From an optimization exercise on the open Yosys and OpenROAD flow, aimed at small area; shortcuts taken in it are not production practice.
The RTL was checked by simulation tests, not by an equivalence proof against the original design.
In runs 2 to 5 the design's own scripts or RTL, not TritonCTS, make the clock network.
The clock input has no modelled driver; a real chip could not lean on it and would need a root buffer or a full tree.
Power and IR drop assume default switching activity.

==> flow/config.mk <==
export PLATFORM = sky130hd
export DESIGN_NAME = la_top
export DESIGN_NICKNAME = la_top
export VERILOG_FILES = /design/flow/design.v
export SDC_FILE = /design/flow/constraint.sdc
export NUM_CORES = 4
export LEC_CHECK = 0
export CAP_MARGIN = 20
export CORE_MARGIN = 2
export CORE_UTILIZATION = 60
export CTS_BUF_LIST = sky130_fd_sc_hd__clkbuf_8
export CTS_CLUSTER_DIAMETER = 60
export CTS_CLUSTER_SIZE = 17
export SLEW_MARGIN = 20
==> flow/flow/synth_wrap.tcl <==
# The standard flow's synthesis (synth_recipe.tcl, sourced unchanged below) with two
# changes to how the logic is mapped:
#  - abc uses an area-oriented script (abc_area.script) instead of ORFS's
#    speed script;
#  - extract_fa is skipped, so adders and comparators go to abc as plain
#    logic instead of being fixed as half/full-adder cells first.
# Neither touches the registers: they are the standard synthesis's, with
# the same names and cell types.
proc abc {args} {
  set i [lsearch $args -script]
  if { $i >= 0 } {
    set args [lreplace $args [expr {$i + 1}] [expr {$i + 1}] $::env(AREA_ABC_SCRIPT)]
  }
  yosys abc {*}$args
}
proc extract_fa {args} {
  puts "extract_fa skipped"
}
source $::env(FLOW_SYNTH_TCL)
==> flow/constraint.sdc <==
create_clock -name core_clock -period 8.0 [get_ports {clk}]
set_input_delay 1.6000 -clock core_clock [delete_from_list [all_inputs] [get_ports {clk}]]
set_output_delay 1.6000 -clock core_clock [all_outputs]
set_load 0.01 [all_outputs]
==> flow/flow/abc_area.script <==
&get -n
&st
&syn3
&dch
&nf -R 1000 -p -C 32
&st
&syn3
&dch
&nf -R 1000 -p -C 32
&st
&syn3
&dch
&nf -R 1000 -p -C 32
&put
==> flow/standard.sh <==
#!/bin/bash
# synth_recipe.tcl (not shown) runs the flow's synth.tcl, then flattens the netlist and writes it again
# the make line also repeats each setting of config.mk as NAME=value (left out here)
make -C /OpenROAD-flow-scripts/flow DESIGN_CONFIG=/design/flow/config.mk WORK_HOME=/design/flow/orfs CLKGATE_MAP_FILE= SYNTH_SCRIPT=/design/flow/synth_recipe.tcl "${@:-finish}"
==> flow/flow/run.sh <==
#!/bin/bash
# The standard layout (standard.sh), with these changes:
#  - synthesis maps logic with an area-oriented abc script (synth_wrap.tcl,
#    abc_area.script); everything else in it is synth_recipe.tcl;
#  - CTS adds no dummy loads to balance the clock tree;
#  - ports are buffered with the smallest buffer (the resizer still sizes it).
# The whole make output goes to standard_run.log; ORFS writes its per-step
# logs under orfs/logs.
set -euo pipefail
export FLOW_SYNTH_TCL="$PWD/synth_recipe.tcl"
export AREA_ABC_SCRIPT="$PWD/flow/abc_area.script"
export CTS_ARGS="-sink_clustering_enable -repair_clock_nets -sink_clustering_size 17 -sink_clustering_max_diameter 60 -buf_list sky130_fd_sc_hd__clkbuf_8 -dont_use_dummy_load"
export BUFFER_PORTS_ARGS="-buffer_cell sky130_fd_sc_hd__buf_1"
bash standard.sh SYNTH_SCRIPT="$PWD/flow/synth_wrap.tcl" finish > standard_run.log 2>&1
==> flow/design.v <==
`timescale 1ns/100ps
`default_nettype none
package la_bus_pkg;
    localparam int BUS_AW = 16;
    localparam int BUS_DW = 16;
    typedef struct packed {
        logic [BUS_AW-1:0] addr;
        logic [BUS_DW-1:0] data;
        logic              rw;
        logic              valid;
    } bus_t;
    localparam logic [7:0] ASCII_CR       = 8'h0D;
    localparam logic [7:0] ASCII_LF       = 8'h0A;
    localparam logic [7:0] CMD_READ       = "R";
    localparam logic [7:0] CMD_WRITE      = "W";
    localparam logic [7:0] REPLY_PREAMBLE = "D";
    localparam logic [BUS_AW-1:0] REG_STATE      = 16'd0;
    localparam logic [BUS_AW-1:0] REG_TRIG_LOC   = 16'd1;
    localparam logic [BUS_AW-1:0] REG_START      = 16'd2;
    localparam logic [BUS_AW-1:0] REG_STOP       = 16'd3;
    localparam logic [BUS_AW-1:0] REG_WPTR       = 16'd4;
    localparam logic [BUS_AW-1:0] REG_STROBE_OP  = 16'd5;
    localparam logic [BUS_AW-1:0] REG_STROBE_ARG = 16'd6;
    localparam logic [BUS_AW-1:0] REG_VALUE_OP   = 16'd7;
    localparam logic [BUS_AW-1:0] REG_VALUE_ARG  = 16'd8;
    localparam logic [BUS_AW-1:0] MEM_BASE       = 16'd16;
endpackage
`default_nettype wire
`timescale 1ns/100ps
`default_nettype none
package la_core_pkg;
    localparam int SAMPLE_DEPTH = 64;
    localparam int SAMPLE_AW    = 6;
    localparam int MEM_WORDS    = 2 * SAMPLE_DEPTH;
    localparam int PROBE_VW     = 16;
    typedef struct packed {
        logic                strobe;
        logic [PROBE_VW-1:0] value;
    } probe_t;
    typedef enum logic [3:0] {
        DISABLE,
        RISING,
        FALLING,
        CHANGING,
        GT,
        LT,
        GEQ,
        LEQ,
        EQ,
        NEQ
    } trig_op_e;
    typedef struct packed {
        trig_op_e            strobe_op;
        logic                strobe_arg;
        trig_op_e            value_op;
        logic [PROBE_VW-1:0] value_arg;
    } trig_cfg_t;
    typedef enum logic [2:0] {
        IDLE,
        FILL,
        ARMED,
        CAPTURING,
        DONE
    } cap_state_e;
endpackage
`default_nettype wire
`timescale 1ns/100ps
`default_nettype none
module cmd_decoder (
    input  logic        clk,
    input  logic        rst_i,
    input  logic        cmd_req_i,
    input  logic [7:0]  cmd_data_i,
    output logic        cmd_ack_o,
    input  logic        busy_i,
    output logic [15:0] sh_o,
    input  logic        wload_i,     
    input  logic [15:0] wdin_i,
    output logic [15:0] word_o,
    output logic [2:0]  wsel_o,
    output logic        wv_o,        
    output logic        rd_issue_o   
);
    logic [3:0] cs;
    logic [3:0] dig1;
    logic       shift;
    logic       take, is_term, is_hex;
    logic [3:0] hv;
    assign take    = cmd_req_i && !cmd_ack_o && !busy_i;
    assign is_term = (cmd_data_i == 8'h0D) || (cmd_data_i == 8'h0A);
    assign is_hex  = ((cmd_data_i[7:4] == 4'h3) && (!cmd_data_i[3] || (cmd_data_i[2:1] == 2'b00))) ||
                     ((cmd_data_i[7:3] == 5'b01000) && (cmd_data_i[2:0] != 3'd0) && (cmd_data_i[2:0] != 3'd7));
    assign hv      = cmd_data_i[6] ? {1'b1, cmd_data_i[2:0] + 3'd1} : cmd_data_i[3:0];
    assign rd_issue_o = take && (cs == 4'd14) && is_term;
    always_ff @(posedge clk) begin
        if (rst_i) begin
            cmd_ack_o <= 1'b0;
            cs        <= 4'd0;
            wv_o      <= 1'b0;
        end else begin
            wv_o <= 1'b0;
            if (take) begin
                cmd_ack_o <= 1'b1;
            end else if (!cmd_req_i) begin
                cmd_ack_o <= 1'b0;
            end
            if (take) begin
                if (cs == 4'd0) begin
                    if (cmd_data_i == "W") begin
                        cs <= 4'd1;
                    end else if (cmd_data_i == "R") begin
                        cs <= 4'd10;
                    end
                end else if ((cs == 4'd9) || (cs == 4'd14)) begin
                    cs   <= 4'd0;
                    wv_o <= is_term && (cs == 4'd9);
                end else if (is_hex) begin
                    cs <= cs + 4'd1;
                end else begin
                    cs <= 4'd0;
                end
            end
        end
    end
    assign sh_o  = {dig1, word_o[11:0]};
    assign shift = take && (cs != 4'd0) && (cs != 4'd9) && (cs != 4'd14) && is_hex;
    always_ff @(posedge clk) begin
        if (shift) begin
            if ((cs == 4'd1) || (cs == 4'd10)) begin
                dig1 <= hv;
            end else if (cs >= 4'd5 && cs <= 4'd8) begin
                dig1 <= word_o[11:8];
            end
        end
    end
    logic [2:0] wsel_n;
    always_comb begin
        case (sh_o)
            16'd1, 16'd2, 16'd3, 16'd5, 16'd6, 16'd7: wsel_n = sh_o[2:0];
            16'd8:   wsel_n = 3'd4;
            default: wsel_n = 3'd0;
        endcase
    end
    assign wsel_o = word_o[14:12];
    always_ff @(posedge clk) begin
        if (wload_i) begin
            word_o <= wdin_i;
        end else if (shift && (cs != 4'd1) && (cs != 4'd10)) begin
            word_o[11:0] <= {word_o[7:0], hv};
            if (cs == 4'd5) begin
                word_o[14:12] <= wsel_n;
            end
        end
    end
endmodule
`default_nettype wire
`timescale 1ns/100ps
`default_nettype none
module la_regs (
    input  logic        clk,
    input  logic        rst_i,
    input  logic        wv_i,
    input  logic [2:0]  wsel_i,
    input  logic [15:0] sh_i,
    input  logic [2:0]  state_i,
    input  logic [5:0]  wptr_i,
    output logic [5:0]  trig_loc_o,
    output logic        start_req_o,
    output logic        stop_req_o,
    output logic [3:0]  s_op_o,
    output logic        s_arg_o,
    output logic [3:0]  v_op_o,
    output logic [15:0] v_arg_o,
    output logic [15:0] regdata_o
);
    always_ff @(posedge clk) begin
        if (rst_i) begin
            trig_loc_o  <= '0;
            start_req_o <= 1'b0;
            stop_req_o  <= 1'b0;
            s_op_o      <= '0;
            s_arg_o     <= 1'b0;
            v_op_o      <= '0;
            v_arg_o     <= '0;
        end else if (wv_i) begin
            case (wsel_i)
                3'd1: trig_loc_o  <= sh_i[5:0];
                3'd2: start_req_o <= sh_i[0];
                3'd3: stop_req_o  <= sh_i[0];
                3'd4: v_arg_o     <= sh_i;
                3'd5: s_op_o      <= sh_i[3:0];
                3'd6: s_arg_o     <= sh_i[0];
                3'd7: v_op_o      <= sh_i[3:0];
                default: begin
                end
            endcase
        end
    end
    always_comb begin
        case (sh_i)
            16'd0:   regdata_o = {13'd0, state_i};
            16'd1:   regdata_o = {10'd0, trig_loc_o};
            16'd2:   regdata_o = {15'd0, start_req_o};
            16'd3:   regdata_o = {15'd0, stop_req_o};
            16'd4:   regdata_o = {10'd0, wptr_i};
            16'd5:   regdata_o = {12'd0, s_op_o};
            16'd6:   regdata_o = {15'd0, s_arg_o};
            16'd7:   regdata_o = {12'd0, v_op_o};
            16'd8:   regdata_o = v_arg_o;
            default: regdata_o = 16'd0;
        endcase
    end
endmodule
`default_nettype wire
`timescale 1ns/100ps
`default_nettype none
module trigger_unit (
    input  logic        clk,
    input  logic [16:0] probe_i,
    input  logic [3:0]  s_op_i,
    input  logic        s_arg_i,
    input  logic [3:0]  v_op_i,
    input  logic [15:0] v_arg_i,
    output logic [16:0] probe_prev_o,
    output logic        trig_o
);
    function automatic logic eval_op(input logic [3:0] op, input logic lt, input logic eq);
        case (op)
            4'd1, 4'd4: eval_op = !lt && !eq;
            4'd2, 4'd5: eval_op = lt;
            4'd3, 4'd9: eval_op = !eq;
            4'd6:       eval_op = !lt;
            4'd7:       eval_op = lt || eq;
            4'd8:       eval_op = eq;
            default:    eval_op = 1'b0;
        endcase
    endfunction
    always_ff @(posedge clk) begin
        probe_prev_o <= probe_i;
    end
    logic [15:0] v_ref;
    logic        s_ref;
    assign v_ref  = ((v_op_i == 4'd1) || (v_op_i == 4'd2) || (v_op_i == 4'd3)) ? probe_prev_o[15:0] : v_arg_i;
    assign s_ref  = ((s_op_i == 4'd1) || (s_op_i == 4'd2) || (s_op_i == 4'd3)) ? probe_prev_o[16] : s_arg_i;
    logic vlt, veq;
    always_comb begin
        vlt = 1'b0;
        veq = 1'b1;
        for (int i = 15; i >= 0; i--) begin
            vlt = vlt || (veq && !probe_i[i] && v_ref[i]);
            veq = veq && (probe_i[i] == v_ref[i]);
        end
    end
    assign trig_o = eval_op(s_op_i, !probe_i[16] && s_ref, probe_i[16] == s_ref) ||
                    eval_op(v_op_i, vlt, veq);
endmodule
`default_nettype wire
`timescale 1ns/100ps
`default_nettype none
module capture_ctrl (
    input  logic       clk,
    input  logic       rst_i,
    input  logic       start_req_i,
    input  logic       stop_req_i,
    input  logic       trig_i,
    input  logic [5:0] trig_loc_i,
    output logic [2:0] state_o,
    output logic [5:0] wptr_o,
    output logic       we_o,
    output logic       go_o          
);
    logic [5:0] gap;         
    logic       start_q, stop_q;
    logic       stop_edge;
    assign we_o      = !state_o[2] && (state_o[1:0] != 2'd0);
    assign stop_edge = stop_req_i && !stop_q;
    assign go_o      = (state_o == 3'd0) && start_req_i && !start_q;
    always_ff @(posedge clk) begin
        if (rst_i) begin
            state_o <= 3'd0;
            wptr_o  <= '0;
            gap     <= 6'h3F;
            start_q <= 1'b0;
            stop_q  <= 1'b0;
        end else begin
            start_q <= start_req_i;
            stop_q  <= stop_req_i;
            case (state_o)
                3'd0: begin
                    wptr_o <= '0;
                    gap    <= 6'h3F;
                    if (go_o) begin
                        state_o <= 3'd1;
                    end
                end
                3'd1: begin
                    wptr_o <= wptr_o + 6'd1;
                    gap    <= gap - 6'd1;
                    if (wptr_o == trig_loc_i) begin
                        state_o <= trig_i ? 3'd3 : 3'd2;
                    end
                end
                3'd2: begin
                    wptr_o <= wptr_o + 6'd1;
                    if (trig_i) begin
                        state_o <= 3'd3;
                    end
                end
                3'd3: begin
                    wptr_o <= wptr_o + 6'd1;
                    gap    <= gap - 6'd1;
                    if (gap == 6'd0) begin
                        state_o <= 3'd4;
                    end
                end
                default: begin
                end
            endcase
            if (stop_edge) begin
                state_o <= 3'd0;
            end
        end
    end
endmodule
`default_nettype wire
`timescale 1ns/100ps
`default_nettype none
module sample_mem (
    input  logic        clk,
    input  logic        rst_i,
    input  logic [16:0] probe_i,
    input  logic [16:0] probe_prev_i,
    input  logic        we_i,
    input  logic        go_i,
    input  logic [3:0]  rbank_i,
    output logic [16:0] rdata_o,     
    output logic [1:0]  ph_o,
    output logic [1:0]  dly_o
);
    logic        we1, we2, we3, we_d;
    logic [16:0] probe2, probe3, wdata;
    logic [3:0]  bcnt;
    logic [15:0] ins;
    always_ff @(posedge clk) begin
        if (rst_i) begin
            ph_o  <= 2'd0;
            dly_o <= 2'd0;
        end else begin
            ph_o <= ph_o + 2'd1;
            if (go_i) begin
                dly_o <= ~ph_o;
            end
        end
    end
    always_ff @(posedge clk) begin
        we1    <= we_i;
        we2    <= we1;
        we3    <= we2;
        probe2 <= probe_prev_i;
        probe3 <= probe2;
        if (!we_d) begin
            bcnt <= 4'd2;
        end else if (ph_o == 2'd3) begin
            bcnt <= bcnt + 4'd1;
        end
    end
    always_comb begin
        case (dly_o)
            2'd0:    begin we_d = we_i; wdata = probe_i;      end
            2'd1:    begin we_d = we1;  wdata = probe_prev_i; end
            2'd2:    begin we_d = we2;  wdata = probe2;       end
            default: begin we_d = we3;  wdata = probe3;       end
        endcase
        for (int i = 0; i < 16; i++) begin
            ins[i] = we_d && (bcnt == 4'(i));
        end
    end
    logic [16:0] pos0 [0:15];
    genvar b;
    generate
        for (b = 0; b < 16; b = b + 1) begin : g_bank
            logic [16:0] r0, r1, r2, r3;
            always_ff @(posedge clk) begin
                r0 <= r1;
                r1 <= r2;
                r2 <= r3;
                r3 <= ins[b] ? wdata : r0;
            end
            assign pos0[b] = r0;
        end
    endgenerate
    always_comb begin
        rdata_o = '0;
        for (int i = 0; i < 16; i++) begin
            rdata_o = rdata_o | (pos0[i] & {17{rbank_i == 4'(i)}});
        end
    end
endmodule
`default_nettype wire
`timescale 1ns/100ps
`default_nettype none
module reply_encoder (
    input  logic        clk,
    input  logic        rst_i,
    input  logic        rd_issue_i,
    input  logic [15:0] sh_i,
    input  logic [15:0] regdata_i,
    input  logic [1:0]  ph_i,
    input  logic [1:0]  dly_i,
    input  logic [16:0] rdata_i,
    output logic [3:0]  rbank_o,
    output logic        wload_o,
    output logic [15:0] wdin_o,
    input  logic [15:0] word,
    output logic        busy_o,
    output logic        rsp_req_o,
    output logic [7:0]  rsp_data_o,
    input  logic        rsp_ack_i
);
    logic        pv;
    logic [2:0]  idx;
    logic [2:0]  rcnt;       
    logic        rv, is_mem;
    logic [1:0]  wx;
    logic [2:0]  wait_c;
    logic [15:0] memword;
    logic [3:0]  nib;
    assign rv      = pv && (idx == 3'd0);
    assign is_mem  = (sh_i[15:8] == 8'd0) && (sh_i[7] ? (sh_i[6:4] == 3'd0) : (sh_i[6:4] != 3'd0));
    assign wx      = sh_i[2:1] - (ph_i + 2'd1);
    assign wait_c  = (wx >= dly_i) ? {1'b0, wx} : {1'b1, wx};
    assign rbank_o = word[3:0];
    assign memword = word[4] ? {15'd0, rdata_i[16]} : rdata_i[15:0];
    always_ff @(posedge clk) begin
        if (rst_i) begin
            rcnt <= 3'd7;
        end else if (rv && is_mem) begin
            rcnt <= wait_c;
        end else if (rcnt == 3'd0) begin
            rcnt <= 3'd7;
        end else if (rcnt != 3'd7) begin
            rcnt <= rcnt - 3'd1;
        end
    end
    assign wload_o = rv || (rcnt == 3'd0);
    assign wdin_o  = !rv ? memword : is_mem ? {11'd0, sh_i[0], sh_i[6:3]} : regdata_i;
    always_ff @(posedge clk) begin
        if (rst_i) begin
            rsp_req_o <= 1'b0;
            busy_o    <= 1'b0;
            pv        <= 1'b0;
            idx       <= 3'd0;
        end else if (!busy_o) begin
            if (rd_issue_i) begin
                pv  <= 1'b1;
                idx <= 3'd0;
            end else if (pv) begin
                if (idx == 3'd4) begin
                    pv        <= 1'b0;
                    idx       <= 3'd0;
                    busy_o    <= 1'b1;
                    rsp_req_o <= 1'b1;
                end else begin
                    idx <= idx + 3'd1;
                end
            end
        end else if (rsp_req_o) begin
            if (rsp_ack_i) begin
                rsp_req_o <= 1'b0;
            end
        end else if (!rsp_ack_i) begin
            if (idx == 3'd6) begin
                busy_o <= 1'b0;
            end else begin
                idx       <= idx + 3'd1;
                rsp_req_o <= 1'b1;
            end
        end
    end
    always_comb begin
        case (idx)
            3'd1:    nib = (rcnt == 3'd0) ? memword[15:12] : word[15:12];
            3'd2:    nib = word[11:8];
            3'd3:    nib = word[7:4];
            default: nib = word[3:0];
        endcase
        case (idx)
            3'd0:    rsp_data_o = "D";
            3'd1, 3'd2, 3'd3, 3'd4:
                     rsp_data_o = (nib < 4'd10) ? {4'h3, nib} : {5'b01000, nib[2:0] - 3'd1};
            3'd5:    rsp_data_o = 8'h0D;
            default: rsp_data_o = 8'h0A;
        endcase
    end
endmodule
`default_nettype wire
`timescale 1ns/100ps
`default_nettype none
module la_top (
    input  logic       clk,
    input  logic       rst_i,
    input  logic       cmd_req_i,
    input  logic [7:0] cmd_data_i,
    output logic       cmd_ack_o,
    output logic       rsp_req_o,
    output logic [7:0] rsp_data_o,
    input  logic       rsp_ack_i,
    input  logic [16:0] probe_i
);
    logic [15:0] sh;
    logic [15:0] word, wdin;
    logic        wload;
    logic [2:0]  wsel;
    logic        wv, rd_issue, busy;
    logic [5:0]  trig_loc;
    logic        start_req, stop_req;
    logic [3:0]  s_op, v_op;
    logic        s_arg;
    logic [15:0] v_arg;
    logic [15:0] regdata;
    logic [16:0] probe_prev;
    logic        trig;
    logic [2:0]  state;
    logic [5:0]  wptr;
    logic        we, go;
    logic [3:0]  rbank;
    logic [16:0] rdata;
    logic [1:0]  ph, dly;
    cmd_decoder i_cmd_decoder (
        .clk, .rst_i, .cmd_req_i, .cmd_data_i, .cmd_ack_o,
        .busy_i(busy), .sh_o(sh), .wload_i(wload), .wdin_i(wdin), .word_o(word), .wsel_o(wsel), .wv_o(wv), .rd_issue_o(rd_issue)
    );
    la_regs i_la_regs (
        .clk, .rst_i, .wv_i(wv), .wsel_i(wsel), .sh_i(sh),
        .state_i(state), .wptr_i(wptr),
        .trig_loc_o(trig_loc), .start_req_o(start_req), .stop_req_o(stop_req),
        .s_op_o(s_op), .s_arg_o(s_arg), .v_op_o(v_op), .v_arg_o(v_arg),
        .regdata_o(regdata)
    );
    trigger_unit i_trigger_unit (
        .clk, .probe_i, .s_op_i(s_op), .s_arg_i(s_arg), .v_op_i(v_op), .v_arg_i(v_arg),
        .probe_prev_o(probe_prev), .trig_o(trig)
    );
    capture_ctrl i_capture_ctrl (
        .clk, .rst_i, .start_req_i(start_req), .stop_req_i(stop_req),
        .trig_i(trig), .trig_loc_i(trig_loc),
        .state_o(state), .wptr_o(wptr), .we_o(we), .go_o(go)
    );
    sample_mem i_sample_mem (
        .clk, .rst_i, .probe_i, .probe_prev_i(probe_prev), .we_i(we), .go_i(go),
        .rbank_i(rbank), .rdata_o(rdata), .ph_o(ph), .dly_o(dly)
    );
    reply_encoder i_reply_encoder (
        .clk, .rst_i, .rd_issue_i(rd_issue), .sh_i(sh), .regdata_i(regdata),
        .ph_i(ph), .dly_i(dly), .rdata_i(rdata), .rbank_o(rbank),
        .wload_o(wload), .wdin_o(wdin), .word(word),
        .busy_o(busy), .rsp_req_o, .rsp_data_o, .rsp_ack_i
    );
endmodule
`default_nettype wire
==> flow_metrics.env, run 1 <==
export IMPL_status="finished clean"
export IMPL_rows=85
export IMPL_post_cts_buffers=0
export IMPL_dieHeight_um=236
export IMPL_power_mw=9.45
export IMPL_postSynthCellCount=2595
export IMPL_netlist_area_um2=32300
export IMPL_gp_congestion=0.927
export IMPL_setup_ws_ns=1.42
export IMPL_cts_root_buf="clkbuf_8"
export IMPL_fin_nets=2797
export IMPL_rsz0062_at_grt="false"
export IMPL_netlist_top_cells_count="dfxtp_1, nand2_1, nor2_1"
export IMPL_wl_um=83300
export IMPL_tritoncts="yes"
export IMPL_wire_per_inst_um=24.0
export IMPL_preCtsSetupSlack_ns=2.21
export IMPL_cts_max_path_buffers=3
export IMPL_start_util=0.604
export IMPL_worst_setup_path_start_kind="register"
export IMPL_clk_pin_slew_ns=0.09
export IMPL_crit_path_end_kind="output port"
export IMPL_netlist_area_leader_share=0.752
export IMPL_yosysUniqueCellTypes=55
export IMPL_antenna_found_initial=4
export IMPL_synthesis_nets=2624
export IMPL_core_area_um2=53500
export IMPL_hpwl_um=54800
export IMPL_via_per_inst=5.75
export IMPL_synth_most_common_cell="dfxtp_1"
export IMPL_cap_violations=0
export IMPL_placed_area_um2=34000
export IMPL_die_x_um=236
export IMPL_drc=0
export IMPL_grt_max_degree=61
export IMPL_cts_hold_buf=0
export IMPL_area_delta_synth_final_pct=8.62
export IMPL_avgSynthCellArea_um2=12.5
export IMPL_ys_ff_latch=1235
export IMPL_vias=19900
export IMPL_grt_overflow_total=0
export IMPL_async_flop_share=0
export IMPL_max_slew_margin_rel=0.247
export IMPL_p_per_area_nw_per_um2=269
export IMPL_cpPeakStageDelay_ns=0.86
export IMPL_worstPathArrival_ns=4.98
export IMPL_track_usage=0.302
export IMPL_cts_buffers=84
export IMPL_synth_largest_area_cell="dfxtp_1"
export IMPL_grt_pass1_wl_um=124000
export IMPL_hold_violations=0
export IMPL_cp_data_required_time_ns=6.40
export IMPL_h_tree_depth=3
export IMPL_power_leakage_nw=13.5
export IMPL_clkSinkCount=1235
export IMPL_crit_path_max_fanout=16
export IMPL_grt_pass1_vias=19300
export IMPL_initialDrtViolationCount=2248
export IMPL_synth_area_leaders="dfxtp_1, o21ai_0, nand2_1"
export IMPL_hold_slack_ns=0.292
export IMPL_layout_min_cycle_time_ns=6.58
export IMPL_finClkSkew_ns=0.0559
export IMPL_final_area_um2=35100
export IMPL_yosysSeqAreaShare=0.771
export IMPL_setup_viol=0
export IMPL_max_freq_ghz=0.152
export IMPL_pin_count=39
export IMPL_dieArea_um2=55800
export IMPL_period_share=0.823
export IMPL_cp_slowest_cell="edfxtp_1"
export IMPL_synth_edf_count=20
export IMPL_tightest_slew_ns=1.13
export IMPL_synth_ff_type="dfxtp_1"
export IMPL_path_cells="nand2b_1 > nor3_2 > buf_4 > a22oi_1 > nand4_1 > o21ai_0 > nand2_1 > o21ai_0 > a21oi_1 > o22ai_1 > a21oi_1 > nand2b_1 > xnor2_1 > o21ai_0 > buf_1"
export IMPL_hp_class="register to register"
export IMPL_setup_tns_final_ns=0
export IMPL_criticalPathCategory="register to output port"
export IMPL_cts_resized_gates=0
export IMPL_worstSkewPairLatency_ns=0.70
export IMPL_drive_gt1_frac=0.0615
export IMPL_ys_warnings_count=7
export IMPL_cp_common_cell="o21ai_0"
export IMPL_peakVddDrop_uv=185
export IMPL_slew_viol_final=0
export IMPL_port_buffer_count=37
export IMPL_drtAntennaViolNets=0
export IMPL_drt_first_pass_iters=13
==> registers in the layout (all words and copies together), names as in the netlist, 3 cells and up <==
register / flops
i_sample_mem.g_bank.r3: 272
i_capture_ctrl.gap: 6
i_capture_ctrl.state_o: 3
i_sample_mem.bcnt: 4
i_sample_mem.g_bank.r2: 272
i_la_regs.s_op_o: 4
i_reply_encoder.idx: 3
i_sample_mem.probe3: 17
i_la_regs.v_arg_o: 16
i_la_regs.v_op_o: 4
i_trigger_unit.probe_prev_o: 17
i_cmd_decoder.cs: 4
i_sample_mem.g_bank.r1: 272
i_cmd_decoder.word_o: 16
i_la_regs.trig_loc_o: 6
i_cmd_decoder.dig1: 4
i_reply_encoder.rcnt: 3
i_capture_ctrl.wptr_o: 6
i_sample_mem.g_bank.r0: 272
i_sample_mem.probe2: 17
==> final cells by class <==
class	instances	area, um2
sequential	1235	24900
fill	4156	18400
multi-input combinational	1344	7490
clock buffer	84	1160
tap	696	871
timing repair buffer	89	611
inverter	14	52.6
antenna	2	5.00
==> where the power goes <==
part / switching, mW / total [mW] / internal [mW]
Clock: 1.74 / 2.68 / 0.946
Sequential: 0.112 / 6.51 / 6.39
Combinational: 0.184 / 0.266 / 0.0816
Total: 2.03 / 9.45 / 7.42
==> worst max-delay path: cells and delay by family, from the launching register on <==
family	cells	cell delay (ns)
and+or+nand+nor	5	1.51
AOI/OAI and AO/OA	7	1.18
DFF	1	0.86
buffers and inverters	2	0.62
xor gates and xnor gates	1	0.14
==> final timing paths <==
path / start / end / slack (ns) / cells after the start
hold reg to reg: i_sample_mem.g_bank[5].r3[14] / i_sample_mem.g_bank[5].r2[14] / 0.29 / 0
setup reg to reg: i_la_regs.v_op_o[0] / i_capture_ctrl.state_o[0] / 2.67 / 18
hold / removal: i_sample_mem.g_bank[5].r3[14] / i_sample_mem.g_bank[5].r2[14] / 0.29 / 0
setup / recovery: i_cmd_decoder.word_o[3] / rsp_data_o[1] / 1.42 / 15
==> placed cells by master, fill, tap and decap left out, drive strengths merged, types with 4 or more instances in the layout <==
cell / count
mux2i: 47
and2: 8
a22o: 8
nor3b: 4
mux2: 18
nor2b: 15
nor2: 253
xor2: 6
o21ai: 218
nand2: 256
a22oi: 44
or3: 8
clkinv: 14
xnor2: 15
o22ai: 15
a221oi: 13
edfxtp: 20
a211oi: 11
buf: 88
nand2b: 19
and3: 8
a31oi: 7
dfxtp: 1215
a222oi: 66
nor3: 46
a21oi: 172
or4: 4
nand4: 23
nand3: 17
nor4: 6
clkbuf: 85
==> kinds of logic after synthesis <==
group,synth area share
flip-flops,0.771
AND/OR/NAND/NOR,0.0906
AO/OA/AOI/OAI,0.110
multiplexers,0.0208
XOR/XNOR,0.00569
buffers and inverters,0.00209
other,0.000116
==> stage by stage <==
step / cells / utilization
2_1_floorplan: 2595 / -
3_3_place_gp: 3374 / 0.633
3_5_place_dp: 3378 / 0.635
4_1_cts: 3462 / 0.656
5_1_grt: 3463 / 0.656
6_report: 3464 / 0.656
==> layer usage <==
metal / track usage / up-vias / share of wire
met4: 0.117 / 4 / 0.036
met3: 0.0517 / 192 / 0.073
li1: - / 9357 / -
met2: 0.477 / 775 / 0.45
met1: 0.418 / 9577 / 0.44
met5: 0 / - / 0.00024
==> run 2: changes to the inputs <==
==> flow/flow/run.sh (replaced) <==
#!/bin/bash
# The standard layout (standard.sh), with these changes:
#  - synthesis maps logic with an area-oriented abc script and without
#    extract_fa (synth_wrap.tcl, abc_area.script); everything else in it is
#    synth_recipe.tcl, and the registers are the standard synthesis's;
#  - CTS adds no dummy loads, and after CTS the branch and leaf clock buffers
#    become inverters (clk_inv.tcl);
#  - ports are buffered with the smallest buffer (the resizer still sizes it).
# Each tool's output goes to its own log here: standard_cts.log and
# standard_finish.log (make, with ORFS's per-step logs under orfs/logs) and
# clk_inv.log (openroad).
set -euo pipefail
export FLOW_SYNTH_TCL="$PWD/synth_recipe.tcl"
export AREA_ABC_SCRIPT="$PWD/flow/abc_area.script"
export CTS_ARGS="-sink_clustering_enable -repair_clock_nets -sink_clustering_size 19 -sink_clustering_max_diameter 60 -buf_list sky130_fd_sc_hd__clkbuf_8 -dont_use_dummy_load"
export BUFFER_PORTS_ARGS="-buffer_cell sky130_fd_sc_hd__buf_1"
bash standard.sh SYNTH_SCRIPT="$PWD/flow/synth_wrap.tcl" cts > standard_cts.log 2>&1
R="$PWD/orfs/results/$FLOW_PLATFORM/la_top/base"
PLATFORM_DIR="$FLOW_HOME/platforms/$FLOW_PLATFORM" CTS_ODB="$R/4_cts.odb" CTS_SDC="$R/4_cts.sdc" \
  openroad -no_init -exit flow/clk_inv.tcl > clk_inv.log 2>&1
bash standard.sh SYNTH_SCRIPT="$PWD/flow/synth_wrap.tcl" finish > standard_finish.log 2>&1
==> flow/flow/clk_inv.tcl (new file) <==
# Runs between CTS and global routing. CTS builds the clock tree from
# clkbuf_8 buffers (root, one level of branch buffers, leaf buffers). The
# branch and leaf buffers are replaced here by inv_8 inverters in the same
# place: two inversions on every path keep the clock's polarity, and inv_8
# is smaller than clkbuf_8 with at least the same drive. The root buffer
# stays a buffer. Placement is unchanged (inv_8 is narrower than clkbuf_8);
# routing and the post-CTS repair steps follow in the standard flow.
read_lef $::env(PLATFORM_DIR)/lef/sky130_fd_sc_hd.tlef
read_lef $::env(PLATFORM_DIR)/lef/sky130_fd_sc_hd_merged.lef
read_liberty $::env(PLATFORM_DIR)/lib/sky130_fd_sc_hd__tt_025C_1v80.lib
read_db $::env(CTS_ODB)
read_sdc $::env(CTS_SDC)
source $::env(PLATFORM_DIR)/setRC.tcl

set db [ord::get_db]
set block [ord::get_db_block]
set inv [$db findMaster sky130_fd_sc_hd__inv_8]

proc buf_to_inv {inst inv} {
  set block [ord::get_db_block]
  set name [$inst getName]
  set loc [$inst getLocation]
  set orient [$inst getOrient]
  set innet [[$inst findITerm A] getNet]
  set outnet [[$inst findITerm X] getNet]
  odb::dbInst_destroy $inst
  set ni [odb::dbInst_create $block $inv $name]
  $ni setOrient $orient
  $ni setLocation [lindex $loc 0] [lindex $loc 1]
  $ni setPlacementStatus PLACED
  [$ni findITerm A] connect $innet
  [$ni findITerm Y] connect $outnet
}

# every path is root -> branch -> leaf -> register; check that before
# touching anything, so that each register sees exactly two inversions
set leaves {}
set branches {}
foreach inst [$block getInsts] {
  set m [[$inst getMaster] getName]
  set n [$inst getName]
  if {$m ne "sky130_fd_sc_hd__clkbuf_8"} { continue }
  if {[string match "clkbuf_leaf_*_clk" $n]} { lappend leaves $inst }
  if {[string match "clkbuf_*__f_clk" $n]} { lappend branches $inst }
}
set ok 1
foreach b $branches {
  foreach it [[[$b findITerm X] getNet] getITerms] {
    set i [$it getInst]
    if {$i eq $b} { continue }
    if {[lsearch -exact $leaves $i] < 0} { set ok 0; puts "branch [$b getName] drives [$i getName]" }
  }
}
foreach l $leaves {
  set drv [[[$l findITerm A] getNet] getName]
  if {![string match "clknet_*__leaf_clk" $drv]} { set ok 0; puts "leaf [$l getName] driven by $drv" }
  foreach it [[[$l findITerm X] getNet] getITerms] {
    set i [$it getInst]
    if {$i eq $l} { continue }
    if {![string match "*df*" [[$i getMaster] getName]]} { set ok 0; puts "leaf [$l getName] drives [$i getName]" }
  }
}
puts "leaf buffers [llength $leaves], branch buffers [llength $branches], tree shape ok: $ok"
if {$ok && [llength $leaves] > 0 && [llength $branches] > 0} {
  foreach i [concat $leaves $branches] { buf_to_inv $i $inv }
  estimate_parasitics -placement
  set w 0
  foreach p [get_pins -hierarchical */CLK] {
    foreach s [list [get_property $p slew_max_rise] [get_property $p slew_max_fall]] { if {$s > $w} { set w $s } }
  }
  puts "worst register clock pin slew after the change: $w"
  report_worst_slack -min
  report_worst_slack -max
  write_db $::env(CTS_ODB)
} else {
  puts "clock tree left as CTS built it"
}
--- a/flow/config.mk
+++ b/flow/config.mk
@@ -12,3 +12,3 @@
 export CTS_CLUSTER_DIAMETER = 60
-export CTS_CLUSTER_SIZE = 17
+export CTS_CLUSTER_SIZE = 19
 export SLEW_MARGIN = 20
==> run 2 against run 1 <==
Effect of this change:
- synthesized cell count stayed put
- non-clock buffer count stayed put
- combinational power hardly changed
- still clean on timing, DRC and antenna
- total power is 2.1% lower
==> flow_metrics.env, run 2 <==
export IMPL_rsz0062_at_grt="false"
export IMPL_grt_pass1_wl_um=124000
export IMPL_r2r_setup_slack_ns=2.63
export IMPL_async_flop_share=0
export IMPL_r2r_cells=18
export IMPL_clkSinkCount=1235
export IMPL_drt_first_pass_iters=8
export IMPL_setup_viol=0
export IMPL_wl_um=83000
export IMPL_nFillCells=4234
export IMPL_status="finished clean"
export IMPL_seqCellArea_um2=24900
export IMPL_synthesis_nets=2624
export IMPL_synth_top_family_by_area="compound AO/OA/AOI/OAI gates"
export IMPL_critPathLaunch="i_cmd_decoder.word_o[3]"
export IMPL_criticalPathCategory="register to output port"
export IMPL_via_per_inst=5.75
export IMPL_vias=19900
export IMPL_worstPathArrival_ns=5.00
export IMPL_final_cells=3457
export IMPL_layout_min_cycle_time_ns=6.60
export IMPL_p_switching_mw=2.44
export IMPL_die_x_um=236
export IMPL_track_usage=0.301
export IMPL_drtAntennaViolNets=0
export IMPL_worstSkewPairLatency_ns=0.73
export IMPL_hp_class="register to register"
export IMPL_r2r_start="i_la_regs.v_op_o[0]"
export IMPL_hold_depth=0
export IMPL_gp_congestion=0.927
export IMPL_max_freq_ghz=0.152
export IMPL_hold_slack_ns=0.291
export IMPL_combPwrFrac=0.029
export IMPL_hpwl_um=54800
export IMPL_drive_gt1_frac=0.0587
export IMPL_wire_per_inst_um=24.0
export IMPL_rows=85
export IMPL_postSynthCellCount=2595
export IMPL_dieHeight_um=236
export IMPL_seqPwrFrac=0.703
export IMPL_layout_common_cells="dfxtp_1, nand2_1, nor2_1"
export IMPL_intPower_mw=6.81
export IMPL_pin_count=39
export IMPL_grt_overflow_total=0
export IMPL_power_mw=9.25
export IMPL_tightest_slew_ns=1.15
export IMPL_muxShareOfSynthArea=0.0208
export IMPL_setup_ws_ns=1.40
export IMPL_initialDrtViolationCount=1986
export IMPL_crit_path_end_kind="output port"
export IMPL_netlist_top_cells_count="dfxtp_1, nand2_1, nor2_1"
export IMPL_finClkSkew_ns=0.110
export IMPL_synth_largest_area_cell="dfxtp_1"
export IMPL_power_switching_share=0.264
export IMPL_cts_resized_gates=0
export IMPL_dieArea_um2=55800
export IMPL_start_util=0.604
export IMPL_ys_warnings_count=7
export IMPL_synth_compound_area_frac=0.110
export IMPL_ys_ff_latch=1235
export IMPL_crit_path_max_fanout=16
export IMPL_yosysUniqueCellTypes=55
export IMPL_yosys_area_share_simple=0.0906
export IMPL_period_share=0.824
export IMPL_synth_most_common_cell="dfxtp_1"
export IMPL_final_area_um2=34800
export IMPL_multi_input_area_um2=7490
export IMPL_slew_viol_final=0
export IMPL_area_delta_synth_final_pct=7.71
export IMPL_peakVddDrop_uv=208
export IMPL_dp_cells=3378
export IMPL_drc=0
export IMPL_max_slew_margin_rel=0.236
export IMPL_p_per_area_nw_per_um2=266
export IMPL_hold_violations=0
export IMPL_cp_data_required_time_ns=6.40
export IMPL_port_buffer_count=37
export IMPL_crit_end="rsp_data_o[1]"
export IMPL_power_leakage_nw=13.4
export IMPL_yosys_area_share_adder=0
export IMPL_antenna_found_initial=4
export IMPL_rr_endpoint="i_capture_ctrl.state_o[0]"
export IMPL_grt_max_degree=61
export IMPL_clk_pin_slew_ns=0.10
export IMPL_setup_tns_final_ns=0
export IMPL_preCtsSetupSlack_ns=2.21
export IMPL_finish_utilization=0.651
export IMPL_grt_pass1_vias=19200
export IMPL_netlist_area_um2=32300
export IMPL_synth_edf_count=20
export IMPL_layout_commonest_cell="dfxtp_1"
export IMPL_core_area_um2=53500
export IMPL_cap_violations=0
export IMPL_yosysSeqAreaShare=0.771
export IMPL_placed_area_um2=34000
export IMPL_fin_nets=2789
export IMPL_worst_setup_path_start_kind="register"
export IMPL_netlist_area_leader_share=0.752
export IMPL_cts_hold_buf=0
export IMPL_synth_xor_area_frac=0.00569
export IMPL_synth_ff_type="dfxtp_1"
export IMPL_post_cts_buffers=0
export IMPL_avgSynthCellArea_um2=12.5
export IMPL_synth_area_leaders="dfxtp_1, o21ai_0, nand2_1"
export IMPL_clkPwrFrac=0.268
[run 2: logic make-up (layout without fill, tap and decap cells)]
logic type	Yosys count	count (layout)
buf+inv	16	179
other cells	1	4
xor+xnor	21	21
flops	1235	1235
mux	65	65
simple gates	679	679
compound gates	578	578
[run 2: power by group through the flow]
stage	Sequential [mW]	Clock, mW	Combinational, mW
after CTS	6.51	2.63	0.264
after global placement	6.63	0	0.257
after floorplan	6.59	0	0.161
after detailed placement	6.65	0	0.263
after global routing	6.53	2.76	0.298
final	6.51	2.48	0.265
[run 2: layout make-up]
cell class / count / area share
sequential: 1235 / 0.716
multi-input combinational: 1344 / 0.215
inverter: 89 / 0.0258
tap: 696 / 0.0250
timing repair buffer: 89 / 0.0175
clock buffer: 1 / 0.000395
antenna: 3 / 0.000216
[run 2: worst min path at each step]
stage / startpoint / endpoint / slack (ns)
floorplan: i_sample_mem.g_bank[0].r1[0] / i_sample_mem.g_bank[0].r0[0] / 0.31
detailed placement: i_sample_mem.g_bank[14].r1[2] / i_sample_mem.g_bank[14].r0[2] / 0.31
finish: i_sample_mem.g_bank[6].r3[13] / i_sample_mem.g_bank[6].r2[13] / 0.29
global placement: i_sample_mem.g_bank[8].r2[7] / i_sample_mem.g_bank[8].r1[7] / 0.31
global route: i_sample_mem.g_bank[6].r3[13] / i_sample_mem.g_bank[6].r2[13] / 0.29
CTS: i_sample_mem.g_bank[14].r3[0] / i_sample_mem.g_bank[14].r2[0] / 0.30
[run 2: layer usage]
| metal | share of wire | GRT usage |
|---|---|---|
| met2 | 0.45 | 0.482 |
| met4 | 0.034 | 0.107 |
| met3 | 0.070 | 0.0486 |
| met5 | 0.00016 | 0 |
| met1 | 0.44 | 0.419 |
[run 2: critical path, stage by stage (launching register included)]
cell,delay [ns]
edfxtp_1,0.89
nand2b_1,0.30
nor3_2,0.81
buf_4,0.45
a22oi_1,0.14
nand4_1,0.13
o21ai_0,0.13
nand2_1,0.10
o21ai_0,0.08
a21oi_1,0.18
o22ai_1,0.17
a21oi_1,0.31
nand2b_1,0.14
xnor2_1,0.14
o21ai_0,0.17
buf_1,0.17
==> run 3: changes to the inputs <==
--- a/flow/flow/run.sh
+++ b/flow/flow/run.sh
@@ -14,3 +14,3 @@
 export AREA_ABC_SCRIPT="$PWD/flow/abc_area.script"
-export CTS_ARGS="-sink_clustering_enable -repair_clock_nets -sink_clustering_size 19 -sink_clustering_max_diameter 60 -buf_list sky130_fd_sc_hd__clkbuf_8 -dont_use_dummy_load"
+export CTS_ARGS="-sink_clustering_enable -repair_clock_nets -sink_clustering_size 23 -sink_clustering_max_diameter 60 -buf_list sky130_fd_sc_hd__clkbuf_8 -dont_use_dummy_load"
 export BUFFER_PORTS_ARGS="-buffer_cell sky130_fd_sc_hd__buf_1"
--- a/flow/config.mk
+++ b/flow/config.mk
@@ -7,3 +7,3 @@
 export LEC_CHECK = 0
-export CAP_MARGIN = 20
+export CAP_MARGIN = 0
 export CORE_MARGIN = 2
@@ -12,3 +12,4 @@
 export CTS_CLUSTER_DIAMETER = 60
-export CTS_CLUSTER_SIZE = 19
-export SLEW_MARGIN = 20
+export CTS_CLUSTER_SIZE = 23
+export GPL_TIMING_DRIVEN = 0
+export SLEW_MARGIN = 0
==> run 3 against run 2 <==
Effect of this change:
- utilization grew 0.84 points
- maximum frequency shrank 6.0%
- non-clock buffer count rose by 18
- critical endpoint unchanged
- sequential cell count stayed put
- sequential power about the same
- clock power fell by 5%
- via count decreased by 1.6%
- wire length shrank 6.3%
- clock skew decreased by 0.033 ns
- area after synthesis did not move
- setup slack worse by 0.42 ns
- still clean on timing, DRC and antenna
==> flow_metrics.env, run 3 <==
export IMPL_status="finished clean"
export IMPL_combPwrFrac=0.031
export IMPL_clkPwrFrac=0.257
export IMPL_layout_min_cycle_time_ns=7.01
export IMPL_fin_nets=2797
export IMPL_grt_max_degree=41
export IMPL_placed_area_um2=34500
export IMPL_hold_violations=0
export IMPL_antenna_found_initial=6
export IMPL_r2r_start="i_la_regs.v_op_o[0]"
export IMPL_period_share=0.877
export IMPL_tightest_slew_ns=1.10
export IMPL_dieArea_um2=55800
export IMPL_synth_ff_type="dfxtp_1"
export IMPL_hp_class="register to register"
export IMPL_wire_per_inst_um=22.4
export IMPL_netlist_top_cells_count="dfxtp_1, nand2_1, nor2_1"
export IMPL_worstPathArrival_ns=5.41
export IMPL_min_to="i_sample_mem.g_bank[12].r0[0]"
export IMPL_path_cells="nand2_1 > nor3_2 > buf_4 > a222oi_1 > nand4_1 > o21ai_0 > nand2_1 > o21ai_0 > a21oi_1 > o22ai_1 > a21oi_1 > nand2b_1 > xnor2_1 > o21ai_0 > buf_1"
export IMPL_p_switching_mw=2.34
export IMPL_avgSynthCellArea_um2=12.5
export IMPL_drtAntennaViolNets=0
export IMPL_p_per_area_nw_per_um2=259
export IMPL_max_freq_ghz=0.143
export IMPL_cp_slowest_cell="edfxtp_1"
export IMPL_yosysUniqueCellTypes=55
export IMPL_drc=0
export IMPL_peakVddDrop_uv=185
export IMPL_setup_ws_ns=0.986
export IMPL_clkSinkCount=1235
export IMPL_cts_hold_buf=0
export IMPL_wl_um=77800
export IMPL_yosysSeqAreaShare=0.771
export IMPL_grt_pass1_vias=18800
export IMPL_dieHeight_um=236
export IMPL_worst_setup_path_start_kind="register"
export IMPL_synthesis_nets=2624
export IMPL_r2r_cells=19
export IMPL_vias=19600
export IMPL_synth_edf_count=20
export IMPL_port_buffer_count=37
export IMPL_drt_first_pass_iters=9
export IMPL_postSynthCellCount=2595
export IMPL_intPower_mw=6.78
export IMPL_rr_endpoint="i_capture_ctrl.state_o[0]"
export IMPL_start_util=0.604
export IMPL_seqPwrFrac=0.711
export IMPL_finClkSkew_ns=0.0769
export IMPL_max_slew_margin_rel=0.261
export IMPL_synth_most_common_cell="dfxtp_1"
export IMPL_worstHoldStart="i_sample_mem.g_bank[12].r1[0]"
export IMPL_final_area_um2=35300
export IMPL_pin_count=39
export IMPL_area_delta_synth_final_pct=9.10
export IMPL_hold_slack_ns=0.275
export IMPL_die_x_um=236
export IMPL_cap_violations=0
export IMPL_hpwl_um=52300
export IMPL_layout_common_cells="dfxtp_1, nand2_1, nor2_1"
export IMPL_preCtsSetupSlack_ns=1.76
export IMPL_async_flop_share=0
export IMPL_core_area_um2=53500
export IMPL_hold_depth=0
export IMPL_post_cts_buffers=0
export IMPL_cpPeakStageDelay_ns=0.96
export IMPL_cp_data_required_time_ns=6.40
export IMPL_setup_viol=0
export IMPL_track_usage=0.281
export IMPL_rsz0062_at_grt="false"
export IMPL_worstSkewPairLatency_ns=0.72
export IMPL_final_cells=3465
export IMPL_ys_ff_latch=1235
export IMPL_netlist_area_leader_share=0.752
export IMPL_slew_viol_final=0
export IMPL_cts_resized_gates=0
export IMPL_layout_commonest_cell="dfxtp_1"
export IMPL_initialDrtViolationCount=1775
export IMPL_clk_pin_slew_ns=0.11
export IMPL_crit_path_max_fanout=18
export IMPL_cp_common_cell="o21ai_0"
export IMPL_gp_congestion=0.823
export IMPL_via_per_inst=5.65
export IMPL_grt_pass1_wl_um=117000
export IMPL_synth_largest_area_cell="dfxtp_1"
export IMPL_crit_path_end_kind="output port"
export IMPL_ys_warnings_count=7
export IMPL_power_switching_share=0.257
export IMPL_criticalPathCategory="register to output port"
export IMPL_grt_overflow_total=0
export IMPL_r2r_setup_slack_ns=3.04
export IMPL_dp_cells=3396
export IMPL_synth_area_leaders="dfxtp_1, o21ai_0, nand2_1"
export IMPL_drive_gt1_frac=0.0629
export IMPL_netlist_area_um2=32300
export IMPL_rows=85
export IMPL_power_leakage_nw=13.6
## run 3: cell counts after synthesis
Identical to the previous run, type by type.
## run 3: layer usage
| layer | share of wire | GRT usage | vias to the layer above |
|---|---|---|---|
| li1 | - | - | 9360 |
| met4 | 0.031 | 0.0982 | 8 |
| met5 | 0.00073 | 0 | - |
| met3 | 0.079 | 0.0564 | 158 |
| met2 | 0.45 | 0.441 | 704 |
| met1 | 0.44 | 0.390 | 9346 |
## run 3: layout make-up
type	count	area, um2
fill	4168	18200
antenna	3	7.51
timing repair buffer	105	1120
tap	696	871
clock buffer	1	13.8
sequential	1235	24900
multi-input combinational	1344	7530
inverter	79	785
buffer	2	15.0
## run 3: logic make-up after synthesis
family,after synthesis,synth area share
buf+inv,16,0.00209
simple gates,679,0.0906
flops,1235,0.771
compound gates,578,0.110
other cells,1,0.000116
xor+xnor,21,0.00569
mux,65,0.0208
## run 3: worst max-delay path, delay by kind of cell (launching register included)
kind            cells  cell delay (ns)
simple gates        5             1.83
compound gates      7             1.29
flops               1             0.96
buf+inv             2             0.54
xor+xnor            1             0.14
## run 3: metrics by stage
stage,power (mW),TNS [ns],utilization
3_5_place_dp,6.91,0,0.645
3_3_place_gp,6.86,-43.39,0.623
5_1_grt,9.47,0,0.659
4_1_cts,9.28,0,0.662
2_1_floorplan,6.75,0,-
6_report,9.12,0,0.659
## run 3: how the worst max path moves through the flow
stage | start | endpoint | slack [ns] | cells past startpoint
after floorplan | i_cmd_decoder.word_o[0] | rsp_data_o[1] | 2.51 | 12
after global placement | i_cmd_decoder.word_o[0] | rsp_data_o[1] | -3.75 | 13
after detailed placement | i_cmd_decoder.word_o[1] | rsp_data_o[1] | 1.76 | 15
after CTS | i_cmd_decoder.word_o[1] | rsp_data_o[1] | 1.01 | 15
after global routing | i_cmd_decoder.word_o[0] | rsp_data_o[0] | 0.74 | 14
final | i_cmd_decoder.word_o[1] | rsp_data_o[1] | 0.99 | 15
## run 3: power groups by stage
stage	logic, mW	registers, mW	clock network [mW]
CTS	0.283	6.49	2.51
global placement	0.247	6.61	0
global route	0.315	6.52	2.63
detailed placement	0.281	6.63	0
floorplan	0.161	6.59	0
finish	0.286	6.49	2.35
==> run 4: changes to the inputs <==
--- a/flow/flow/run.sh
+++ b/flow/flow/run.sh
@@ -15,2 +15,3 @@
 export CTS_ARGS="-sink_clustering_enable -repair_clock_nets -sink_clustering_size 23 -sink_clustering_max_diameter 60 -buf_list sky130_fd_sc_hd__clkbuf_8 -dont_use_dummy_load"
+export GPL_KEEP_OVERFLOW=0
 export BUFFER_PORTS_ARGS="-buffer_cell sky130_fd_sc_hd__buf_1"
--- a/flow/config.mk
+++ b/flow/config.mk
@@ -13,3 +13,2 @@
 export CTS_CLUSTER_SIZE = 23
-export GPL_TIMING_DRIVEN = 0
 export SLEW_MARGIN = 0
==> run 4 against run 3 <==
Effect of this change:
- via count is 1.2% higher
- sequential power hardly changed
- still clean
- critical endpoint is now rsp_data_o[3]
- wire length is 5.5% higher
- setup slack better by 0.52 ns
- highest routed layer is now met4
==> flow_metrics.env, run 4 <==
export IMPL_crit_end="rsp_data_o[3]"
export IMPL_synth_area_leaders="dfxtp_1, o21ai_0, nand2_1"
export IMPL_yosysUniqueCellTypes=55
export IMPL_avgSynthCellArea_um2=12.5
export IMPL_layout_min_cycle_time_ns=6.50
export IMPL_seqPwrFrac=0.711
export IMPL_area_delta_synth_final_pct=9.07
export IMPL_crit_path_end_kind="output port"
export IMPL_r2r_setup_slack_ns=2.91
export IMPL_track_usage=0.297
export IMPL_dp_cells=3393
export IMPL_antenna_found_initial=1
export IMPL_crit_path_max_fanout=19
export IMPL_finClkSkew_ns=0.0941
export IMPL_use_met3=0.0465
export IMPL_synth_edf_count=20
export IMPL_use_met1=0.408
export IMPL_drtAntennaViolNets=0
export IMPL_rr_endpoint="i_capture_ctrl.state_o[0]"
export IMPL_die_x_um=236
export IMPL_r2r_start="i_la_regs.v_op_o[0]"
export IMPL_gp_congestion=0.939
export IMPL_placed_area_um2=34500
export IMPL_p_per_area_nw_per_um2=259
export IMPL_clkPwrFrac=0.258
export IMPL_ys_ff_latch=1235
export IMPL_yosysSeqAreaShare=0.771
export IMPL_criticalPathCategory="register to output port"
export IMPL_synth_ff_type="dfxtp_1"
export IMPL_power_leakage_nw=13.6
export IMPL_cts_resized_gates=0
export IMPL_intPower_mw=6.79
export IMPL_async_flop_share=0
export IMPL_cts_hold_buf=0
export IMPL_peakVddDrop_uv=195
export IMPL_power_switching_share=0.258
export IMPL_grt_pass1_vias=18900
export IMPL_slew_viol_final=0
export IMPL_hpwl_um=57400
export IMPL_max_slew_margin_rel=0.204
export IMPL_clkSinkCount=1235
export IMPL_rows=85
export IMPL_post_cts_buffers=0
export IMPL_netlist_area_leader_share=0.752
export IMPL_period_share=0.812
export IMPL_postSynthCellCount=2595
export IMPL_core_area_um2=53500
export IMPL_synthesis_nets=2624
export IMPL_cp_data_required_time_ns=6.40
export IMPL_setup_viol=0
export IMPL_dieArea_um2=55800
export IMPL_clk_pin_slew_ns=0.11
export IMPL_dieHeight_um=236
export IMPL_initialDrtViolationCount=2048
export IMPL_synth_most_common_cell="dfxtp_1"
export IMPL_grt_pass1_wl_um=122000
export IMPL_cap_violations=0
export IMPL_via_per_inst=5.73
export IMPL_met2_usage=0.478
export IMPL_wire_per_inst_um=23.7
export IMPL_grt_max_degree=42
export IMPL_combPwrFrac=0.032
export IMPL_netlist_area_um2=32300
export IMPL_wl_um=82100
export IMPL_start_util=0.604
export IMPL_gr_max_usage_layer="met2"
export IMPL_drt_first_pass_iters=10
export IMPL_critPathLaunch="i_cmd_decoder.word_o[0]"
export IMPL_port_buffer_count=37
export IMPL_grt_overflow_total=0
export IMPL_tightest_slew_ns=1.19
export IMPL_finish_utilization=0.659
export IMPL_ys_warnings_count=7
export IMPL_fin_nets=2795
export IMPL_r2r_cells=18
export IMPL_drive_gt1_frac=0.0630
export IMPL_drc=0
export IMPL_final_cells=3461
export IMPL_max_freq_ghz=0.154
export IMPL_hold_slack_ns=0.251
export IMPL_status="finished clean"
export IMPL_vias=19800
export IMPL_synth_largest_area_cell="dfxtp_1"
export IMPL_worstPathArrival_ns=4.90
export IMPL_pin_count=39
export IMPL_layout_commonest_cell="dfxtp_1"
export IMPL_p_switching_mw=2.36
export IMPL_hold_violations=0
export IMPL_netlist_top_cells_count="dfxtp_1, nand2_1, nor2_1"
export IMPL_layout_common_cells="dfxtp_1, nand2_1, nor2_1"
export IMPL_rsz0062_at_grt="false"
export IMPL_power_mw=9.14
export IMPL_final_area_um2=35300
export IMPL_worstSkewPairLatency_ns=0.71
export IMPL_hp_class="register to register"
export IMPL_worst_setup_path_start_kind="register"
[run 4: cell type report]
cell class / instances / area (um2)
antenna: 1 / 2.50
clock buffer: 1 / 13.8
fill: 4184 / 18200
inverter: 80 / 796
multi-input combinational: 1344 / 7490
sequential: 1235 / 24900
tap: 696 / 871
timing repair buffer: 104 / 1160
[run 4: worst max-delay path: stages, from the launching register on]
cell and delay (ns):
edfxtp_1 0.84, nand2b_1 0.35, nor2_2 0.23, buf_8 0.22, a22o_1 0.23, a221oi_1 0.23
nand4_1 0.16, o21ai_0 0.43, nand2_1 0.08, o21ai_0 0.09, a21oi_1 0.09, o22ai_1 0.39
a21oi_1 0.19, or2_0 0.26, nor2b_1 0.15, a31oi_1 0.14, buf_1 0.16
[run 4: worst min path at each step]
stage	cells after the start	startpoint	slack, ns	endpoint
after CTS	0	i_sample_mem.g_bank[4].r3[0]	0.25	i_sample_mem.g_bank[4].r2[0]
after floorplan	0	i_sample_mem.g_bank[0].r1[0]	0.31	i_sample_mem.g_bank[0].r0[0]
after global placement	0	i_sample_mem.g_bank[10].r3[0]	0.31	i_sample_mem.g_bank[10].r2[0]
after detailed placement	0	i_sample_mem.g_bank[11].r1[4]	0.31	i_sample_mem.g_bank[11].r0[4]
final	0	i_sample_mem.g_bank[4].r3[0]	0.25	i_sample_mem.g_bank[4].r2[0]
after global routing	0	i_sample_mem.g_bank[13].r2[2]	0.25	i_sample_mem.g_bank[13].r1[2]
[run 4: layer usage]
metal  vias up  part of all wire
li1       9368                 -
met1      9537              0.44
met2       724              0.46
met3       188             0.064
met4         0             0.037
met5         -                 0
[run 4: cell families (layout without fill, tap and decap cells)]
kind of cell | after synthesis | count (layout) | synth area share
flip-flops | 1235 | 1235 | 0.771
AND/OR/NAND/NOR | 679 | 679 | 0.0906
AO/OA/AOI/OAI | 578 | 578 | 0.110
multiplexers | 65 | 65 | 0.0208
XOR/XNOR | 21 | 21 | 0.00569
buffers and inverters | 16 | 185 | 0.00209
other | 1 | 2 | 0.000116
[run 4: metrics by stage]
step	TNS (ns)	worst slack, ns
final	0	1.50
after global routing	0	1.32
after CTS	0	1.59
after detailed placement	0	2.28
after global placement	-12.02	-0.900
after floorplan	0	2.51
[run 4: power by group through the flow]
| stage | logic (mW) | clock network, mW | registers [mW] |
|---|---|---|---|
| 2_1_floorplan | 0.161 | 0 | 6.59 |
| 3_3_place_gp | 0.249 | 0 | 6.63 |
| 3_5_place_dp | 0.287 | 0 | 6.64 |
| 4_1_cts | 0.289 | 2.51 | 6.50 |
| 5_1_grt | 0.325 | 2.62 | 6.52 |
| 6_report | 0.291 | 2.35 | 6.50 |
==> run 5: changes to the inputs <==
--- a/flow/config.mk
+++ b/flow/config.mk
@@ -7,3 +7,3 @@
 export LEC_CHECK = 0
-export CAP_MARGIN = 0
+export CAP_MARGIN = 20
 export CORE_MARGIN = 2
@@ -13,2 +13,2 @@
 export CTS_CLUSTER_SIZE = 23
-export SLEW_MARGIN = 0
+export SLEW_MARGIN = 20
==> run 5 against run 4 <==
Effect of this change:
- critical path type unchanged
- register-to-register slack gained 0.06 ns
- clock power is essentially flat
- non-clock buffer count shrank 11
- die area is the same
- clock skew grew 0.0021 ns
- cell area shrank 0.41%
- sequential share of layout area grew 0.31 points
- final cell count shrank 0.26%
- synthesized cell count is the same
- setup slack gained 0.14 ns
- wire length grew 0.17%
- sequential cell count is the same
==> flow_metrics.env, run 5 <==
export IMPL_post_cts_buffers=0
export IMPL_drt_first_pass_iters=10
export IMPL_hold_violations=0
export IMPL_worst_setup_path_start_kind="register"
export IMPL_netlist_area_um2=32300
export IMPL_worstPathArrival_ns=4.75
export IMPL_layout_min_cycle_time_ns=6.35
export IMPL_avgSynthCellArea_um2=12.5
export IMPL_cp_slowest_cell="edfxtp_1"
export IMPL_cts_resized_gates=0
export IMPL_finClkSkew_ns=0.0962
export IMPL_hold_depth=0
export IMPL_grt_pass1_vias=18800
export IMPL_async_flop_share=0
export IMPL_cp_num_buf_inv=1
export IMPL_synth_edf_count=20
export IMPL_rsz0062_at_grt="false"
export IMPL_drc=0
export IMPL_core_area_um2=53500
export IMPL_yosysUniqueCellTypes=55
export IMPL_via_per_inst=5.76
export IMPL_crit_path_max_fanout=19
export IMPL_crit_family="compound AO/OA/AOI/OAI gates"
export IMPL_yosysSeqAreaShare=0.771
export IMPL_dieArea_um2=55800
export IMPL_peakVddDrop_uv=167
export IMPL_clkSinkCount=1235
export IMPL_yosys_area_share_simple=0.0906
export IMPL_synthesis_nets=2624
export IMPL_vias=19900
export IMPL_max_slew_margin_rel=0.385
export IMPL_antenna_found_initial=2
export IMPL_grt_max_degree=42
export IMPL_tightest_slew_ns=0.916
export IMPL_clk_pin_slew_ns=0.12
export IMPL_cp_data_required_time_ns=6.40
export IMPL_netlist_area_leader_share=0.752
export IMPL_rows=85
export IMPL_drive_gt1_frac=0.0647
export IMPL_cap_violations=0
export IMPL_slew_viol_final=0
export IMPL_ys_warnings_count=7
export IMPL_netlist_top_cells_count="dfxtp_1, nand2_1, nor2_1"
export IMPL_synth_compound_area_frac=0.110
export IMPL_fin_nets=2784
export IMPL_finish_utilization=0.656
export IMPL_nFillCells=4208
export IMPL_port_buffer_count=37
export IMPL_synth_most_common_cell="dfxtp_1"
export IMPL_layout_commonest_cell="dfxtp_1"
export IMPL_gp_congestion=0.939
export IMPL_criticalPathCategory="register to output port"
export IMPL_wl_um=82200
export IMPL_muxShareOfSynthArea=0.0208
export IMPL_path_cells="nand2b_1 > nor2_4 > a22o_1 > a221oi_1 > nand4_1 > o21ai_0 > nand2_1 > o21ai_0 > a21oi_1 > o22ai_1 > a21oi_1 > or2_0 > nor2b_1 > a31oi_1 > buf_1"
export IMPL_worstSkewPairLatency_ns=0.71
export IMPL_cts_hold_buf=0
export IMPL_ys_ff_latch=1235
export IMPL_start_util=0.604
export IMPL_grt_overflow_total=0
export IMPL_synth_xor_area_frac=0.00569
export IMPL_yosys_area_share_adder=0
export IMPL_hpwl_um=56100
export IMPL_synth_largest_area_cell="dfxtp_1"
export IMPL_setup_viol=0
export IMPL_period_share=0.794
export IMPL_initialDrtViolationCount=1907
export IMPL_wire_per_inst_um=23.8
export IMPL_max_freq_ghz=0.157
export IMPL_synth_ff_type="dfxtp_1"
export IMPL_synth_area_leaders="dfxtp_1, o21ai_0, nand2_1"
export IMPL_cp_depth=15
export IMPL_p_per_area_nw_per_um2=261
export IMPL_power_leakage_nw=13.5
export IMPL_postSynthCellCount=2595
export IMPL_dieHeight_um=236
export IMPL_synth_top_family_by_area="compound AO/OA/AOI/OAI gates"
export IMPL_hp_class="register to register"
export IMPL_power_mw=9.16
export IMPL_die_x_um=236
export IMPL_r2r_cells=19
export IMPL_area_delta_synth_final_pct=8.62
export IMPL_track_usage=0.296
export IMPL_r2r_setup_slack_ns=2.97
export IMPL_pin_count=39
export IMPL_hold_slack_ns=0.271
export IMPL_drtAntennaViolNets=0
export IMPL_grt_pass1_wl_um=122000
export IMPL_crit_path_end_kind="output port"
export IMPL_status="finished clean"
export IMPL_cpPeakStageDelay_ns=0.83
export IMPL_layout_common_cells="dfxtp_1, nand2_1, nor2_1"
-- run 5: cell counts after synthesis --
Identical to the previous run, type by type.
-- run 5: metrics by stage --
step	setup TNS [ns]	instance area (um2)	setup WS, ns	std cells
floorplan	0	32300	2.51	2595
global placement	-12.02	33300	-0.900	3326
detailed placement	0	34300	2.36	3382
CTS	0	35300	1.68	3449
global route	0	35100	1.41	3451
finish	0	35100	1.65	3452
-- run 5: cells by family (layout without fill, tap and decap cells) --
kind of cell,Yosys count,after routing
multiplexers,65,65
XOR/XNOR,21,21
flip-flops,1235,1235
buffers and inverters,16,174
other,1,4
AND/OR/NAND/NOR,679,679
AO/OA/AOI/OAI,578,578
-- run 5: layer usage --
| layer | routed length, um | track usage | part of all wire |
|---|---|---|---|
| met1 | 36000 | 0.408 | 0.44 |
| met2 | 37400 | 0.470 | 0.46 |
| met3 | 5660 | 0.0489 | 0.069 |
| met4 | 3120 | 0.117 | 0.038 |
| met5 | 0 | 0 | 0 |
-- run 5: final cells by class --
cell class,count,area (um2),share of cell area
Sequential cell,1235,24900,0.710
Multi-Input combinational cell,1344,7600,0.217
Timing Repair Buffer,93,892,0.0254
Tap cell,696,871,0.0248
Inverter,80,796,0.0227
Clock buffer,1,13.8,0.000392
Antenna cell,3,7.51,0.000214
-- run 5: report_power, final --
part           internal, mW  switching, mW  leakage, nW
logic                0.0943          0.199         2.69
registers              6.40          0.101         10.4
clock network         0.293           2.07        0.407
-- run 5: path summary, 6_finish.rpt --
| kind | from | endpoint |
|---|---|---|
| min reg2reg | i_sample_mem.g_bank[10].r2[3] | i_sample_mem.g_bank[10].r1[3] |
| max | i_cmd_decoder.word_o[0] | rsp_data_o[3] |
| min | i_sample_mem.g_bank[10].r2[3] | i_sample_mem.g_bank[10].r1[3] |
| max reg2reg | i_la_regs.v_op_o[0] | i_capture_ctrl.state_o[0] |

## port drivers added, routing unchanged
No port has a modelled driver above. Below, the same layouts with a new extraction and two added sets of constraints.
Step 1, drivers: a clkbuf_16 drives clk and a buf_2 each remaining input, both assumed.
Step 2 moves the port delays by t, midway between the first and last clock arrival at a register: inputs arrive t later, outputs are due t later. That takes back most of the time a late clock gives input paths.
Three values: ideal, step 1, step 2; two values: the first two.
run	shift t [ns]	slack for setup (ns)	hold WS [ns]	latest minus earliest clock arrival (ns)	cell pins on the clock port's net
run 1	0.735	1.419 / 1.356 / 2.091	0.292 / 0.292 / 0.292	0.058 / 0.058	1
run 2	0.739	1.405 / 1.345 / 2.084	0.291 / 0.291 / 0.291	0.111 / 0.110	1
run 3	0.735	0.986 / 0.928 / 1.662	0.275 / 0.275 / 0.275	0.095 / 0.095	1
run 4	0.727	1.502 / 1.440 / 2.167	0.251 / 0.251 / 0.251	0.098 / 0.097	1
run 5	0.716	1.646 / 1.590 / 2.306	0.271 / 0.271 / 0.271	0.097 / 0.097	1
After both steps every run listed still meets setup and hold.
